Source: an optimization exercise on an open RTL-to-GDS flow (aim: small area, a short achievable clock period and few clock cycles). Production flows keep margins and buffers that such runs may drop. Only simulation tests tie the RTL to the original design; equivalence was not proved. Power figures rest on the tool's default switching activity, not on a simulated workload.

== JK ==
==> flow/design.v (excerpt) <==
module udp_bridge_top #(
	parameter udp_bridge_pkg::mac_addr_t LOCAL_MAC       = udp_bridge_pkg::DEF_LOCAL_MAC,
	parameter udp_bridge_pkg::ip_addr_t  LOCAL_IP        = udp_bridge_pkg::DEF_LOCAL_IP,
	parameter udp_bridge_pkg::ip_addr_t  BCAST_IP        = udp_bridge_pkg::DEF_BCAST_IP,
	parameter udp_bridge_pkg::udp_port_t LOCAL_PORT      = udp_bridge_pkg::DEF_LOCAL_PORT,
	parameter int                        FIFO_ADDR_WIDTH = 4
) (
	input  logic                         clk,
	input  logic                         rst_n,
	input  logic                         tx_axis_tvalid,
	output logic                         tx_axis_tready,
	input  udp_bridge_pkg::stream_data_t tx_axis_tdata,
	input  udp_bridge_pkg::stream_keep_t tx_axis_tkeep,
	input  logic                         tx_axis_tlast,
	output logic                         rx_axis_tvalid,
	input  logic                         rx_axis_tready,
	output udp_bridge_pkg::stream_data_t rx_axis_tdata,
	output udp_bridge_pkg::stream_keep_t rx_axis_tkeep,
  ...
Size: roughly 590 cells after synthesis, roughly 340 flip-flops, roughly 640 I/O pins.
==> flow/config.mk <==
export PLATFORM = sky130hd
export DESIGN_NAME = udp_bridge_top
export DESIGN_NICKNAME = udp_bridge_top
export VERILOG_FILES = /design/flow/design.v
export SDC_FILE = /design/flow/constraint.sdc
export NUM_CORES = 4
export LEC_CHECK = 0
export CAP_MARGIN = 20
export CORE_AREA = 2 2 158 158
export DIE_AREA = 0 0 160 160
export SETUP_SLACK_MARGIN = 2.6
export SLEW_MARGIN = 20
==> flow/constraint.sdc <==
create_clock -name core_clock -period 5.0 [get_ports {clk}]
set_input_delay 1.0000 -clock core_clock [delete_from_list [all_inputs] [get_ports {clk}]]
set_output_delay 1.0000 -clock core_clock [all_outputs]
set_load 0.01 [all_outputs]
standard.sh (not shown) runs the stock make flow with config.mk's settings and CLKGATE_MAP_FILE= SYNTH_SCRIPT=/design/flow/synth_recipe.tcl, a recipe that flattens the netlist after the stock synthesis.
==> flow/flow/run.sh <==
#!/bin/bash
# The standard ORFS flow (the standard.sh, unchanged synthesis), with:
#  - ports buffered with the smallest buffer instead of the default choice
#  - clock tree built from larger clusters, without dummy loads
#  - the constant outputs driven from one shared tie cell
set -euo pipefail
export BUFFER_PORTS_ARGS="-buffer_cell sky130_fd_sc_hd__buf_1"
export PLACE_PINS_ARGS="-min_distance 1 -min_distance_in_tracks"
export CTS_ARGS="-sink_clustering_enable -repair_clock_nets -dont_use_dummy_load -sink_clustering_size 30 -sink_clustering_max_diameter 80 -buf_list {sky130_fd_sc_hd__clkbuf_4 sky130_fd_sc_hd__clkbuf_8 sky130_fd_sc_hd__clkbuf_16}"
bash standard.sh floorplan > standard_floorplan.log 2>&1
R=orfs/results/sky130hd/udp_bridge_top/base
printf 'read_db %s\nsource flow/share_ties.tcl\nwrite_db %s\n' $R/2_floorplan.odb $R/2_floorplan.odb > share_ties_run.tcl
openroad -no_init -exit share_ties_run.tcl > share_ties.log 2>&1
bash standard.sh finish > standard.log 2>&1
Other scripts of this flow, unchanged in this note and not shown: flow/flow/share_ties.tcl
Testbench counts of JK, summed over its fixed seeds: cycles 8,841.
The inputs of MS differ from those of JK as listed below.
Settings: CORE_AREA: 2 2 158 158 -> 2 2 220 220; DIE_AREA: 0 0 160 160 -> 0 0 222 222.
diff --git a/flow/flow/run.sh b/flow/flow/run.sh
--- a/flow/flow/run.sh
+++ b/flow/flow/run.sh
@@ -6,6 +6,5 @@
 set -euo pipefail
 export BUFFER_PORTS_ARGS="-buffer_cell sky130_fd_sc_hd__buf_1"
-export PLACE_PINS_ARGS="-min_distance 1 -min_distance_in_tracks"
-export CTS_ARGS="-sink_clustering_enable -repair_clock_nets -dont_use_dummy_load -sink_clustering_size 30 -sink_clustering_max_diameter 80 -buf_list {sky130_fd_sc_hd__clkbuf_4 sky130_fd_sc_hd__clkbuf_8 sky130_fd_sc_hd__clkbuf_16}"
+export CTS_ARGS="-sink_clustering_enable -repair_clock_nets -dont_use_dummy_load -buf_list {sky130_fd_sc_hd__clkbuf_2 sky130_fd_sc_hd__clkbuf_4 sky130_fd_sc_hd__clkbuf_8}"
 bash standard.sh floorplan > standard_floorplan.log 2>&1
 R=orfs/results/sky130hd/udp_bridge_top/base
Notes after the runs:
When MS is measured against JK, its data-path buffer share of cell area in the final layout turns out 0.40 points higher.
When the final numbers for MS and JK were put side by side, the pre-CTS setup slack turned out to be smaller in MS.
The higher signed area change from the synthesized netlist to the final layout of MS and JK is in MS.
The critical path depth of MS exceeds that of JK by 1.
Changes in AL relative to MS:
Settings: a change of DIE_AREA from 0 0 222 222 to 0 0 160 160; a change of CORE_AREA from 2 2 220 220 to 2 2 158 158; an added ABC_AREA of 1.
diff --git a/flow/flow/run.sh b/flow/flow/run.sh
--- a/flow/flow/run.sh
+++ b/flow/flow/run.sh
@@ -6,5 +6,6 @@
 set -euo pipefail
 export BUFFER_PORTS_ARGS="-buffer_cell sky130_fd_sc_hd__buf_1"
-export CTS_ARGS="-sink_clustering_enable -repair_clock_nets -dont_use_dummy_load -buf_list {sky130_fd_sc_hd__clkbuf_2 sky130_fd_sc_hd__clkbuf_4 sky130_fd_sc_hd__clkbuf_8}"
+export PLACE_PINS_ARGS="-min_distance 1 -min_distance_in_tracks"
+export CTS_ARGS="-sink_clustering_enable -repair_clock_nets -dont_use_dummy_load -sink_clustering_size 30 -sink_clustering_max_diameter 80 -buf_list {sky130_fd_sc_hd__clkbuf_4 sky130_fd_sc_hd__clkbuf_8 sky130_fd_sc_hd__clkbuf_16}"
 bash standard.sh floorplan > standard_floorplan.log 2>&1
 R=orfs/results/sky130hd/udp_bridge_top/base
--- outcome ---
AL against MS: via count +about 10%; first-pass GRT wire length moved down; depth of the CTS H-tree fell 1; sequential fraction of total cell area saw an increase.
Combinational share of power for AL is higher than for MS.
Final-layout non-clock buffer area share in AL is 1.8 points lower than in MS
Of the two values seen for kind of critical path, primary input to output pin was produced by AL and primary input to register by MS.
The higher met1 track demand over resource in global routing of AL and MS is in AL.
For AL, the cell with the biggest individual delay on the critical path was sky130_fd_sc_hd__buf_4, unlike MS, where it was sky130_fd_sc_hd__or4_4.
AL ended up with tx_axis_tready as its end point of the critical path; MS ended up with peer_port[15].
AL vs. MS: transition time of the tightest slew-check pin went up by 220 ps.
Where full die area is concerned, MS is outperformed by AL.
> inputs changed (AL -> TR)
Settings: CORE_AREA now 2 2 220 220, was 2 2 158 158; DIE_AREA now 0 0 222 222, was 0 0 160 160; ABC_AREA no longer set, was 1.
diff --git a/flow/flow/run.sh b/flow/flow/run.sh
--- a/flow/flow/run.sh
+++ b/flow/flow/run.sh
@@ -6,5 +6,4 @@
 set -euo pipefail
 export BUFFER_PORTS_ARGS="-buffer_cell sky130_fd_sc_hd__buf_1"
-export PLACE_PINS_ARGS="-min_distance 1 -min_distance_in_tracks"
 export CTS_ARGS="-sink_clustering_enable -repair_clock_nets -dont_use_dummy_load -sink_clustering_size 30 -sink_clustering_max_diameter 80 -buf_list {sky130_fd_sc_hd__clkbuf_4 sky130_fd_sc_hd__clkbuf_8 sky130_fd_sc_hd__clkbuf_16}"
 bash standard.sh floorplan > standard_floorplan.log 2>&1
The placeable core area reported for TR is greater than that of AL by 23000 µm².
Going from AL to TR, placed cell area grows by about 1%.
Final instance area deteriorates in TR relative to AL.
Taking AL as the reference, in TR critical path data arrival time rose 1580 ps, total wire length after detailed routing now sits higher.
Changes in PW relative to TR:
Settings: ABC_AREA: unset -> 1.
--- outcome ---
Compared with TR, PW shows a worst endpoint required time that is 1360 ps lower.
Count of mapped cells out of synthesis was lower in the run labelled TR.
The first-iteration DRC count in PW sits 185 above the value recorded for TR.
The share of the synthesized area in compound gates (AO/OA/AOI/OAI) was comparable across TR and PW.
Diff TR -> PW: setup slack of the critical path after layout now sits higher, combinational share of power increased 0.4 points.

---

Another version of the RTL of udp_bridge_top (not shown whole).
For scale: roughly 340 flip-flops, about 640 I/O pins, ~12000 sq um of cells after synthesis.
// udp_bridge_top
module udp_bridge_top #(
	parameter udp_bridge_pkg::mac_addr_t LOCAL_MAC       = udp_bridge_pkg::DEF_LOCAL_MAC,
	parameter udp_bridge_pkg::ip_addr_t  LOCAL_IP        = udp_bridge_pkg::DEF_LOCAL_IP,
	parameter udp_bridge_pkg::ip_addr_t  BCAST_IP        = udp_bridge_pkg::DEF_BCAST_IP,
	parameter udp_bridge_pkg::udp_port_t LOCAL_PORT      = udp_bridge_pkg::DEF_LOCAL_PORT,
	parameter int                        FIFO_ADDR_WIDTH = 4
) (
	input  logic                         clk,
	input  logic                         rst_n,
	input  logic                         tx_axis_tvalid,
	output logic                         tx_axis_tready,
	input  udp_bridge_pkg::stream_data_t tx_axis_tdata,
	input  udp_bridge_pkg::stream_keep_t tx_axis_tkeep,
	input  logic                         tx_axis_tlast,
	output logic                         rx_axis_tvalid,
	input  logic                         rx_axis_tready,
	output udp_bridge_pkg::stream_data_t rx_axis_tdata,
	output udp_bridge_pkg::stream_keep_t rx_axis_tkeep,
	output logic                         rx_axis_tlast,
	output logic                         udp_tx_tvalid,
	output logic                         udp_tx_tlast,
	output udp_bridge_pkg::stream_keep_t udp_tx_tkeep,
	output udp_bridge_pkg::stream_data_t udp_tx_tdata,
	output udp_bridge_pkg::mac_addr_t    udp_tx_mac_src,
	output udp_bridge_pkg::mac_addr_t    udp_tx_mac_dest,
	output udp_bridge_pkg::ip_addr_t     udp_tx_ip_src,
	output udp_bridge_pkg::ip_addr_t     udp_tx_ip_dest,
	output udp_bridge_pkg::udp_port_t    udp_tx_port_src,
	output udp_bridge_pkg::udp_port_t    udp_tx_port_dest,
	input  logic                         udp_tx_tready,
	input  logic                         udp_rx_tvalid,
	input  logic                         udp_rx_tlast,
	input  udp_bridge_pkg::stream_keep_t udp_rx_tkeep,
	input  udp_bridge_pkg::stream_data_t udp_rx_tdata,
	input  udp_bridge_pkg::mac_addr_t    udp_rx_mac_src,
	input  udp_bridge_pkg::ip_addr_t     udp_rx_ip_src,
	input  udp_bridge_pkg::ip_addr_t     udp_rx_ip_dest,
	input  udp_bridge_pkg::udp_port_t    udp_rx_port_src,
	input  udp_bridge_pkg::udp_port_t    udp_rx_port_dest,
	output logic                         udp_rx_tready
);
export LEC_CHECK = 0
export ABC_AREA = 1
export CAP_MARGIN = 20
export CORE_AREA = 2 2 143 143
export DIE_AREA = 0 0 145 145
export SETUP_SLACK_MARGIN = 2.75
export SLEW_MARGIN = 20
create_clock -name core_clock -period 5.0 [get_ports {clk}]
==> flow/flow/run.sh <==
#!/bin/bash
# The standard ORFS flow (the standard.sh, unchanged synthesis), with:
#  - ports buffered with the smallest buffer instead of the default choice
#  - clock tree built from larger clusters, without dummy loads
#  - the constant outputs driven from one shared tie cell
set -euo pipefail
export BUFFER_PORTS_ARGS="-buffer_cell sky130_fd_sc_hd__buf_1"
export PLACE_PINS_ARGS="-min_distance 1 -min_distance_in_tracks"
export CTS_ARGS="-sink_clustering_enable -repair_clock_nets -dont_use_dummy_load -sink_clustering_size 24 -sink_clustering_max_diameter 70 -buf_list {sky130_fd_sc_hd__clkbuf_16}"
bash standard.sh floorplan > standard_floorplan.log 2>&1
R=orfs/results/sky130hd/udp_bridge_top/base
printf 'read_db %s\nsource flow/share_ties.tcl\nwrite_db %s\n' $R/2_floorplan.odb $R/2_floorplan.odb > share_ties_run.tcl
openroad -no_init -exit share_ties_run.tcl > share_ties.log 2>&1
bash standard.sh finish > standard.log 2>&1
Other scripts of this flow, unchanged in this note and not shown: flow/flow/share_ties.tcl
Testbench counts at the start, summed over its fixed seeds: cycles 8,840.
Then changed:
--- a/flow/flow/run.sh
+++ b/flow/flow/run.sh
@@ -7,5 +7,5 @@
 export BUFFER_PORTS_ARGS="-buffer_cell sky130_fd_sc_hd__buf_1"
 export PLACE_PINS_ARGS="-min_distance 1 -min_distance_in_tracks"
-export CTS_ARGS="-sink_clustering_enable -repair_clock_nets -dont_use_dummy_load -sink_clustering_size 24 -sink_clustering_max_diameter 70 -buf_list {sky130_fd_sc_hd__clkbuf_16}"
+export CTS_ARGS="-sink_clustering_enable -repair_clock_nets -dont_use_dummy_load -sink_clustering_size 30 -sink_clustering_max_diameter 100 -buf_list {sky130_fd_sc_hd__clkbuf_16}"
 bash standard.sh floorplan > standard_floorplan.log 2>&1
 R=orfs/results/sky130hd/udp_bridge_top/base
Outcome: The changed run ran to the end with no violations; synthesized cell count does not change; design area goes down slightly; area after synthesis stays the same; register-to-register slack is worse by 0.10 ns; clock skew goes up by 0.0065 ns; sequential cell count stays the same; non-clock buffer count goes up by 2; clock power goes down by roughly a tenth; first-iteration DRC count goes down by a few percent; core utilization goes down by 0.30 points.
Then changed:
--- a/flow/flow/run.sh
+++ b/flow/flow/run.sh
@@ -6,6 +6,5 @@
 set -euo pipefail
 export BUFFER_PORTS_ARGS="-buffer_cell sky130_fd_sc_hd__buf_1"
-export PLACE_PINS_ARGS="-min_distance 1 -min_distance_in_tracks"
-export CTS_ARGS="-sink_clustering_enable -repair_clock_nets -dont_use_dummy_load -sink_clustering_size 30 -sink_clustering_max_diameter 100 -buf_list {sky130_fd_sc_hd__clkbuf_16}"
+export CTS_ARGS="-sink_clustering_enable -repair_clock_nets -dont_use_dummy_load -sink_clustering_size 30 -sink_clustering_max_diameter 80 -buf_list {sky130_fd_sc_hd__clkbuf_4 sky130_fd_sc_hd__clkbuf_8 sky130_fd_sc_hd__clkbuf_16}"
 bash standard.sh floorplan > standard_floorplan.log 2>&1
 R=orfs/results/sky130hd/udp_bridge_top/base
Settings changed: ABC_AREA 1 to not set, CORE_AREA 2 2 143 143 to 2 2 220 220, DIE_AREA 0 0 145 145 to 0 0 222 222, SETUP_SLACK_MARGIN 2.75 to 2.6.
Outcome: The new run completed with no timing, DRC or antenna violations; worst setup slack is worse by 0.32 ns; via count falls by about 16%; routed wire length rises by about 14%.

---

== try-ember ==
udp_bridge_top again, from the RTL that the note above started with.
export LEC_CHECK = 0
export ABC_AREA = 1
export CAP_MARGIN = 20
export CORE_AREA = 2 2 143 143
export DIE_AREA = 0 0 145 145
export PLACE_DENSITY = 0.85
export SETUP_SLACK_MARGIN = 2.75
export SLEW_MARGIN = 20
create_clock -name core_clock -period 5.0 [get_ports {clk}]
==> flow/flow/run.sh <==
#!/bin/bash
# The standard ORFS flow (the standard.sh, unchanged synthesis), with:
#  - ports buffered with the smallest buffer instead of the default choice
#  - clock tree built from larger clusters, without dummy loads
#  - the constant outputs driven from one shared tie cell
set -euo pipefail
export BUFFER_PORTS_ARGS="-buffer_cell sky130_fd_sc_hd__buf_1"
export PLACE_PINS_ARGS="-min_distance 1 -min_distance_in_tracks"
export CTS_ARGS="-sink_clustering_enable -repair_clock_nets -dont_use_dummy_load -sink_clustering_size 30 -sink_clustering_max_diameter 80 -buf_list {sky130_fd_sc_hd__clkbuf_4 sky130_fd_sc_hd__clkbuf_8 sky130_fd_sc_hd__clkbuf_16}"
bash standard.sh floorplan > standard_floorplan.log 2>&1
R=orfs/results/sky130hd/udp_bridge_top/base
printf 'read_db %s\nsource flow/share_ties.tcl\nwrite_db %s\n' $R/2_floorplan.odb $R/2_floorplan.odb > share_ties_run.tcl
openroad -no_init -exit share_ties_run.tcl > share_ties.log 2>&1
bash standard.sh finish > standard.log 2>&1
==> flow/flow/share_ties.tcl <==
# Drive every constant output from one tie cell: the HI pin of the first
# sky130 conb drives all tie-high nets' loads and its LO pin all tie-low loads;
# the other tie cells are removed.
set db [ord::get_db]
set block [ord::get_db_block]
set hi_net ""
set lo_net ""
set keep ""
set removed 0
foreach inst [$block getInsts] {
  if {[[$inst getMaster] getName] ne "sky130_fd_sc_hd__conb_1"} { continue }
  if {$keep eq ""} { set keep $inst }
}
if {$keep eq ""} { puts "share_ties: no tie cells"; return }
foreach it [$keep getITerms] {
  set n [$it getNet]
  set p [[$it getMTerm] getName]
  if {$p eq "HI"} { if {$n eq "NULL"} { set n [odb::dbNet_create $block "tie_hi_shared"]; $it connect $n }; set hi_net $n }
  if {$p eq "LO"} { if {$n eq "NULL"} { set n [odb::dbNet_create $block "tie_lo_shared"]; $it connect $n }; set lo_net $n }
}
foreach inst [$block getInsts] {
  if {[[$inst getMaster] getName] ne "sky130_fd_sc_hd__conb_1"} { continue }
  if {$inst eq $keep} { continue }
  foreach it [$inst getITerms] {
    set n [$it getNet]
    if {$n eq "NULL"} { continue }
    set p [[$it getMTerm] getName]
    if {$p eq "HI"} { set to $hi_net } elseif {$p eq "LO"} { set to $lo_net } else { continue }
    foreach bt [$n getBTerms] { $bt connect $to }
    foreach lit [$n getITerms] { if {[$lit getInst] ne $inst} { $lit connect $to } }
    $it disconnect
    odb::dbNet_destroy $n
  }
  odb::dbInst_destroy $inst
  incr removed
}
puts "share_ties: removed $removed tie cells; HI loads [llength [$hi_net getBTerms]]+[expr {[llength [$hi_net getITerms]]-1}], LO loads [llength [$lo_net getBTerms]]+[expr {[llength [$lo_net getITerms]]-1}]"
No stage failed in try-ember, and the final checks on the layout all came back clean.
Testbench counts of try-ember, summed over its fixed seeds: cycles 8,840.
The following lists how try-violet was set up differently from try-ember:
# try-ember
export LEC_CHECK = 0
export ABC_AREA = 1
export CAP_MARGIN = 20
export CORE_AREA = 2 2 143 143
export DIE_AREA = 0 0 145 145
export PLACE_DENSITY = 0.85
export SETUP_SLACK_MARGIN = 2.75
export SLEW_MARGIN = 20
create_clock -name core_clock -period 5.0 [get_ports {clk}]
# try-violet
export LEC_CHECK = 0
export CAP_MARGIN = 20
export CORE_AREA = 2 2 220 220
export DIE_AREA = 0 0 222 222
export SETUP_SLACK_MARGIN = 2.6
export SLEW_MARGIN = 20
create_clock -name core_clock -period 5.0 [get_ports {clk}]
==> flow/flow/run.sh <==
#!/bin/bash
# The standard ORFS flow (the standard.sh, unchanged synthesis), with:
#  - ports buffered with the smallest buffer instead of the default choice
#  - clock tree built from small clock buffers, without dummy loads
set -uo pipefail
export BUFFER_PORTS_ARGS="-buffer_cell sky130_fd_sc_hd__buf_1"
export CTS_ARGS="-sink_clustering_enable -repair_clock_nets -dont_use_dummy_load -sink_clustering_size 30 -sink_clustering_max_diameter 80 -buf_list {sky130_fd_sc_hd__clkbuf_4 sky130_fd_sc_hd__clkbuf_8 sky130_fd_sc_hd__clkbuf_16}"
bash standard.sh finish > standard.log 2>&1
removed: flow/flow/share_ties.tcl
- Of try-violet and try-ember, the lower smallest setup slack after layout belongs to try-violet.
- [compare] base=try-ember new=try-violet: relative contribution of the clock network to total power rose by 5.2 points, final cell count rose by about 14%, power rose by 5.1%, stage delay of the slowest cell on the critical path rose by 440 ps.
- Wire length of try-violet exceeds that of try-ember by more than 10%.
- Summed area of non-filler cells in the final layout (try-violet over try-ember): increase, 6.5%
- try-violet vs try-ember — count of non-CTS buffers in the layout climbed slightly
- Via count of the first global-routing pass was lower in try-violet than in try-ember.
- in -> out as the classification of the worst setup path was reported by try-ember, and in -> reg by try-violet.
- Synthesized cell area is lower on try-violet
Input-level comparison between try-delta and try-violet:
# try-violet
export LEC_CHECK = 0
export CAP_MARGIN = 20
export CORE_AREA = 2 2 220 220
export DIE_AREA = 0 0 222 222
export SETUP_SLACK_MARGIN = 2.6
export SLEW_MARGIN = 20
create_clock -name core_clock -period 5.0 [get_ports {clk}]
# try-delta
export LEC_CHECK = 0
export ABC_AREA = 1
export CAP_MARGIN = 20
export CORE_AREA = 2 2 143 143
export DIE_AREA = 0 0 145 145
export SETUP_SLACK_MARGIN = 2.75
export SLEW_MARGIN = 20
create_clock -name core_clock -period 5.0 [get_ports {clk}]
diff --git a/flow/flow/run.sh b/flow/flow/run.sh
--- a/flow/flow/run.sh
+++ b/flow/flow/run.sh
@@ -4,2 +4,3 @@
-#  - clock tree built from small clock buffers, without dummy loads
-set -uo pipefail
+#  - clock tree built from larger clusters, without dummy loads
+#  - the constant outputs driven from one shared tie cell
+set -euo pipefail
@@ -6,0 +8 @@
+export PLACE_PINS_ARGS="-min_distance 1 -min_distance_in_tracks"
@@ -7,0 +10,4 @@
+bash standard.sh floorplan > standard_floorplan.log 2>&1
+R=orfs/results/sky130hd/udp_bridge_top/base
+printf 'read_db %s\nsource flow/share_ties.tcl\nwrite_db %s\n' $R/2_floorplan.odb $R/2_floorplan.odb > share_ties_run.tcl
+openroad -no_init -exit share_ties_run.tcl > share_ties.log 2>&1
==> flow/flow/share_ties.tcl (new file) <==
# Drive every constant output from one tie cell: the HI pin of the first
# sky130 conb drives all tie-high nets' loads and its LO pin all tie-low loads;
# the other tie cells are removed.
set db [ord::get_db]
set block [ord::get_db_block]
set hi_net ""
set lo_net ""
set keep ""
set removed 0
foreach inst [$block getInsts] {
  if {[[$inst getMaster] getName] ne "sky130_fd_sc_hd__conb_1"} { continue }
  if {$keep eq ""} { set keep $inst }
}
if {$keep eq ""} { puts "share_ties: no tie cells"; return }
foreach it [$keep getITerms] {
  set n [$it getNet]
  set p [[$it getMTerm] getName]
  if {$p eq "HI"} { if {$n eq "NULL"} { set n [odb::dbNet_create $block "tie_hi_shared"]; $it connect $n }; set hi_net $n }
  if {$p eq "LO"} { if {$n eq "NULL"} { set n [odb::dbNet_create $block "tie_lo_shared"]; $it connect $n }; set lo_net $n }
}
foreach inst [$block getInsts] {
  if {[[$inst getMaster] getName] ne "sky130_fd_sc_hd__conb_1"} { continue }
  if {$inst eq $keep} { continue }
  foreach it [$inst getITerms] {
    set n [$it getNet]
    if {$n eq "NULL"} { continue }
    set p [[$it getMTerm] getName]
    if {$p eq "HI"} { set to $hi_net } elseif {$p eq "LO"} { set to $lo_net } else { continue }
    foreach bt [$n getBTerms] { $bt connect $to }
    foreach lit [$n getITerms] { if {[$lit getInst] ne $inst} { $lit connect $to } }
    $it disconnect
    odb::dbNet_destroy $n
  }
  odb::dbInst_destroy $inst
  incr removed
}
puts "share_ties: removed $removed tie cells; HI loads [llength [$hi_net getBTerms]]+[expr {[llength [$hi_net getITerms]]-1}], LO loads [llength [$lo_net getBTerms]]+[expr {[llength [$lo_net getITerms]]-1}]"
Findings:
Compared with try-violet, try-delta shows areal power density over the cells higher by 2.0 nW/µm². Capture point of the worst path: tx_axis_tready -> try-delta, hdr_port[6] -> try-violet. Looking at worst setup path category, the in -> reg result is from try-violet; the in -> out one comes from try-delta. Summary of try-delta over try-violet: total power draw shows a reduction of 5.4%; area of the multi-input gates -about 14%; count of buffers inserted at the top-level ports held steady. try-delta vs try-violet — wire length dropped 23%.
For try-tundra, these inputs were changed with respect to try-delta:
# try-delta
export LEC_CHECK = 0
export ABC_AREA = 1
export CAP_MARGIN = 20
export CORE_AREA = 2 2 143 143
export DIE_AREA = 0 0 145 145
export SETUP_SLACK_MARGIN = 2.75
export SLEW_MARGIN = 20
create_clock -name core_clock -period 5.0 [get_ports {clk}]
# try-tundra
export LEC_CHECK = 0
export ABC_CLOCK_PERIOD_IN_PS = 300
export CAP_MARGIN = 20
export CORE_AREA = 2 2 220 220
export DIE_AREA = 0 0 222 222
export SETUP_SLACK_MARGIN = 2.6
export SLEW_MARGIN = 20
create_clock -name core_clock -period 5.0 [get_ports {clk}]
diff --git a/flow/flow/run.sh b/flow/flow/run.sh
--- a/flow/flow/run.sh
+++ b/flow/flow/run.sh
@@ -8 +7,0 @@
-export PLACE_PINS_ARGS="-min_distance 1 -min_distance_in_tracks"
### Flow results
- Compared with try-delta, try-tundra shows a initial standard-cell utilization of the core that is 37 points lower.
- On area of the mapped netlist, try-tundra does better than try-delta.
- Relative to try-delta, routed wire length increased by 14% in try-tundra.
- When try-tundra is measured against try-delta, its clock skew turns out 23 ps higher.
- try-delta vs try-tundra, class of the most critical hold timing path: in -> async vs reg -> reg
- Of try-tundra and try-delta, the run reporting the lower synthesized cell count was try-tundra.

static timing again, ports no longer ideal:
Ports are ideal in the flow. The routed layouts listed here were re-timed in OpenROAD. Step 1: set_driving_cell puts a clkbuf_16 on clk and a buf_2 on each other input, an assumption about the parent block. Step 2, shift: input delay + t, output delay - t, t = (earliest + latest rising clock arrival at the registers) / 2. This alone moves slack from input paths to output paths. Slacks: ideal / step 1 / step 2; pairs: ideal / step 1.
run | t, ns | setup WS [ns] | hold WS [ns] | clock arrival spread, ns | cell pins on the clock port's net
JK | 0.528 | 2.519 / 2.489 / 1.997 | 0.429 / 0.415 / 0.429 | 0.040 / 0.041 | 1
MS | 0.647 | 2.492 / 2.474 / 1.864 | 0.439 / 0.437 / 0.439 | 0.106 / 0.106 | 1
AL | 0.524 | 2.618 / 2.565 / 2.284 | 0.426 / 0.426 / 0.426 | 0.036 / 0.036 | 1
TR | 0.574 | 2.403 / 2.425 / 1.852 | 0.401 / 0.401 / 0.401 | 0.105 / 0.105 | 1
PW | 0.587 | 2.598 / 2.575 / 2.073 | 0.439 / 0.423 / 0.439 | 0.074 / 0.074 | 1
the first run of note 2 | 0.530 | 2.679 / 2.618 / 2.303 | 0.471 / 0.456 / 0.471 | 0.032 / 0.033 | 1
the second run of note 2 | 0.523 | 2.674 / 2.610 / 2.262 | 0.472 / 0.447 / 0.472 | 0.041 / 0.040 | 1
the third run of note 2 | 0.565 | 2.359 / 2.380 / 1.815 | 0.493 / 0.493 / 0.493 | 0.070 / 0.069 | 1
try-ember | 0.532 | 2.678 / 2.631 / 2.276 | 0.469 / 0.469 / 0.469 | 0.029 / 0.029 | 1
try-violet | 0.591 | 2.523 / 2.527 / 1.937 | 0.440 / 0.413 / 0.492 | 0.051 / 0.051 | 1
try-delta | 0.523 | 2.674 / 2.610 / 2.262 | 0.472 / 0.447 / 0.472 | 0.041 / 0.040 | 1
try-tundra | 0.565 | 2.359 / 2.380 / 1.815 | 0.493 / 0.493 / 0.493 | 0.070 / 0.069 | 1
After both steps every run listed still meets setup and hold. For MS, which loses most, drivers alone change the setup slack by -0.018 ns; drivers and shift together by -0.628 ns.
